What follows belongs to an exercise in optimizing a design on an open flow for small area and a short achievable clock period; a production flow would make more cautious choices. The RTL was checked by simulation tests, not by an equivalence proof against the original design. No activity file was given, so power comes from the tool's default toggle rates.

== north ==
## scopeCore
module scopeCore (
	input logic clk_flash,
	input logic rstN,
	input logic [4*8-1:0] flashData,  
	input logic [8-1:0] threshLow,  
	input logic [8-1:0] threshHigh,
	input logic fallingEdge,
	input logic [(10 + 1)-1:0] tot,
	input logic [4-1:0] chanEnable,
	input logic [1:0] coinReq,
	input logic [8-1:0] holdTime,
	input logic allowSameChan,
	input logic noSelfTrig,
	input logic isFirst,
	input logic isLast,
	input logic [1:0] trigIn,  
	input logic startTrigger,
	input logic [10-1:0] triggerPoint,
	input logic [10-1:0] nsmp,
	input logic [5-1:0] downsample,
	input logic highRes,
	output logic [1:0] trigOut,  
	output logic trigger,
	output logic [4-1:0] inRange,  
	output logic acquiring,
	output logic dataReady,
	output logic [10-1:0] wrAddress,
	output logic [10-1:0] trigPointAddr,
	output logic [4*8-1:0] dout  
);
For scale: ~2400 cells after synthesis, roughly 170 I/O pins, ~0.017 mm^2 of cells after synthesis.
Settings: LEC_CHECK=0, ABC_AREA=1, CAP_MARGIN=20, CORE_MARGIN=2, CORE_UTILIZATION=60, CTS_CLUSTER_SIZE=40, SETUP_SLACK_MARGIN=3.1, SLEW_MARGIN=20, TNS_END_PERCENT=1; clock period 5.0 ns.
standard.sh (not shown) runs the stock make flow with config.mk's settings and CLKGATE_MAP_FILE= SYNTH_SCRIPT=/design/flow/synth_recipe.tcl, a recipe that flattens the netlist after the stock synthesis.
==> flow/flow/run.sh <==
#!/bin/bash
# Layout flow: the standard ORFS flow (standard synthesis included), with the
# ports buffered by a plain buffer instead of the weakest delay cell;
# nothing else changed.
set -euo pipefail
export BUFFER_PORTS_ARGS="-buffer_cell sky130_fd_sc_hd__buf_2"

bash standard.sh finish > make_finish.log 2>&1
Here is what was changed in the inputs of south compared with north.
Settings: CORE_UTILIZATION changed from 60 to 70; CTS_CLUSTER_SIZE removed (was 40).
==> summary.txt <==
- south reached the end of the flow, and the finished layout is clean on the timing, DRC and antenna checks.
- Going from north to south, the clock group share of total power was found to have gone down by 0.6 points.
- Diff north -> south | number of clock buffers inserted by TritonCTS | down by a few percent
- Note that the buffers inserted during post-CTS setup optimization recorded for south amounts to 0.889 times the value seen in north.
- The estimated power of south ends up higher than the estimate for north.
- There was hardly any difference in leakage power total between south and north.
- Compared with north, in south worst relative slew slack has increased, wire length of the first global-routing pass up about 5%, delay of the slowest critical-path stage saw a decrease, maximum number of pins on one net before global-route repair +about 27%, sequential element share of the synthesized area has remained practically unchanged.
Relative to south, the following input files were edited for east:
Settings: CORE_UTILIZATION: 70 -> 60.
-- flow/flow/run.sh --
<<< south, line 3
# ports buffered by a plain buffer instead of the weakest delay cell;
# nothing else changed.
>>> east, line 3
# ports buffered by a plain buffer instead of the weakest delay cell, and clock
# tree synthesis without dummy loads; nothing else changed.
<<< south, line 7

>>> east, line 7
export CTS_ARGS="-sink_clustering_enable -repair_clock_nets -dont_use_dummy_load"
Results
The capture point of the worst path comes out gChan[1].uChan.totCount[4] in one run and uAvg.dout[2] in the other, namely in south and east respectively. A launch point of the worst path of tot[1] is what south shows, while downsample[2] belongs to east. south → east: sequential cell fraction of total power climbed 4.7 points; clock network fraction of design power shrank by 4.8 points; number of routed nets with antenna violations barely changed; final-layout non-clock buffer area share now sits at about the same level.
Setup changes, east to west
Settings: SETUP_SLACK_MARGIN changed from 3.1 to 2.9; CORE_UTILIZATION changed from 60 to 40; TNS_END_PERCENT changed from 1 to 5.
==> flow/run.sh (new file) <==
#!/bin/bash
# synth_recipe.tcl (not shown) runs the flow's synth.tcl, then flattens the netlist and writes it again
# the make line also repeats each setting of config.mk as NAME=value (left out here)
make -C /OpenROAD-flow-scripts/flow DESIGN_CONFIG=/design/flow/config.mk WORK_HOME=/design/flow/orfs CLKGATE_MAP_FILE= SYNTH_SCRIPT=/design/flow/synth_recipe.tcl finish
removed: flow/flow/run.sh
removed: flow/standard.sh
Notes after the runs:
On post-layout minimum cycle time, west does worse than east. Comparing power per cell area for east and west, the smaller number came from east. Row sequential fraction of design power: west lower / east higher. west vs east, cell type of the slowest stage on the worst timing path: buf_12 vs o211ai_1. Looking at cell area after placement, west sits 5.7% above east. Changes observed in west relative to east: sum of net half-perimeters after detailed placement shows an increase of about 8%, number of sinks on the clock net ~0 delta, routed wire length rose by about 14%. Taking west as 1.0, east lands at 0.912 on global-route wire length before repair. From east to west the numbers moved as follows: placer's final routability congestion estimate now sits lower; final worst-path cycle share now sits higher; global router's overall resource usage now sits lower.
Here is what was changed in the inputs of middle compared with west.
Settings: CORE_UTILIZATION now 60, was 40; TNS_END_PERCENT now 0, was 5; SETUP_SLACK_MARGIN now 3.1, was 2.9.
==> flow/flow/run.sh (new file) <==
#!/bin/bash
# Layout flow: the standard ORFS flow (standard synthesis included), with the
# ports buffered by a plain buffer instead of the weakest delay cell;
# nothing else changed.
set -euo pipefail
export BUFFER_PORTS_ARGS="-buffer_cell sky130_fd_sc_hd__buf_2"

bash standard.sh finish > make_finish.log 2>&1
==> flow/standard.sh (new file) <==
#!/bin/bash
# synth_recipe.tcl (not shown) runs the flow's synth.tcl, then flattens the netlist and writes it again
# the make line also repeats each setting of config.mk as NAME=value (left out here)
make -C /OpenROAD-flow-scripts/flow DESIGN_CONFIG=/design/flow/config.mk WORK_HOME=/design/flow/orfs CLKGATE_MAP_FILE= SYNTH_SCRIPT=/design/flow/synth_recipe.tcl "${@:-finish}"
removed: flow/run.sh
Going from west to middle, the summed area of non-filler cells in the final layout was found to have gone down by 9.9%. Comparing final hold slack for west and middle, the bigger number came from west. Final-layout clock buffer total came out lower on middle than on west. Cell count (higher): west. west → middle: via count lost about 0.43%; post-synthesis share of cell area spent on full adders, half adders and majority gates has remained practically unchanged. Both conditions hold for middle: the flow ran to the end and the final layout passed the timing, DRC and antenna checks. Sort west and middle by global-route wire length before repair desc -> top: west. Delta (middle minus west): share of total power in combinational logic went down by 1.5 points, sequential share of layout area +2.7 points.

[what the ideal ports hide]
The results above use ideal ports. As a check the final layouts listed here were re-extracted and re-timed, cells and wires unchanged. Step 1, drivers: a clkbuf_16 drives clk_flash and a buf_2 each remaining input, both assumed. Step 2 times the ports against the registers' clock, not the clock port: input delays grow and output delays shrink by t, the midpoint of the rising clock arrivals with the driver on. Three values: ideal ports, drivers, drivers and shift; two values: the first two.
| run | t (ns) | slack for setup (ns) | worst register clock-pin slew, ns |
|---|---|---|---|
| north | 0.603 | 2.836 / 2.785 / 2.182 | 0.07 / 0.07 |
| south | 0.626 | 2.650 / 2.640 / 2.014 | 0.07 / 0.07 |
| east | 0.597 | 2.862 / 2.838 / 2.240 | 0.06 / 0.06 |
| west | 0.587 | 2.797 / 2.715 / 2.129 | 0.06 / 0.06 |
| middle | 0.601 | 2.827 / 2.806 / 2.204 | 0.07 / 0.07 |
After both steps every run listed still meets setup and hold. For west, which loses most, drivers alone change the setup slack by -0.082 ns; drivers and shift together by -0.668 ns.
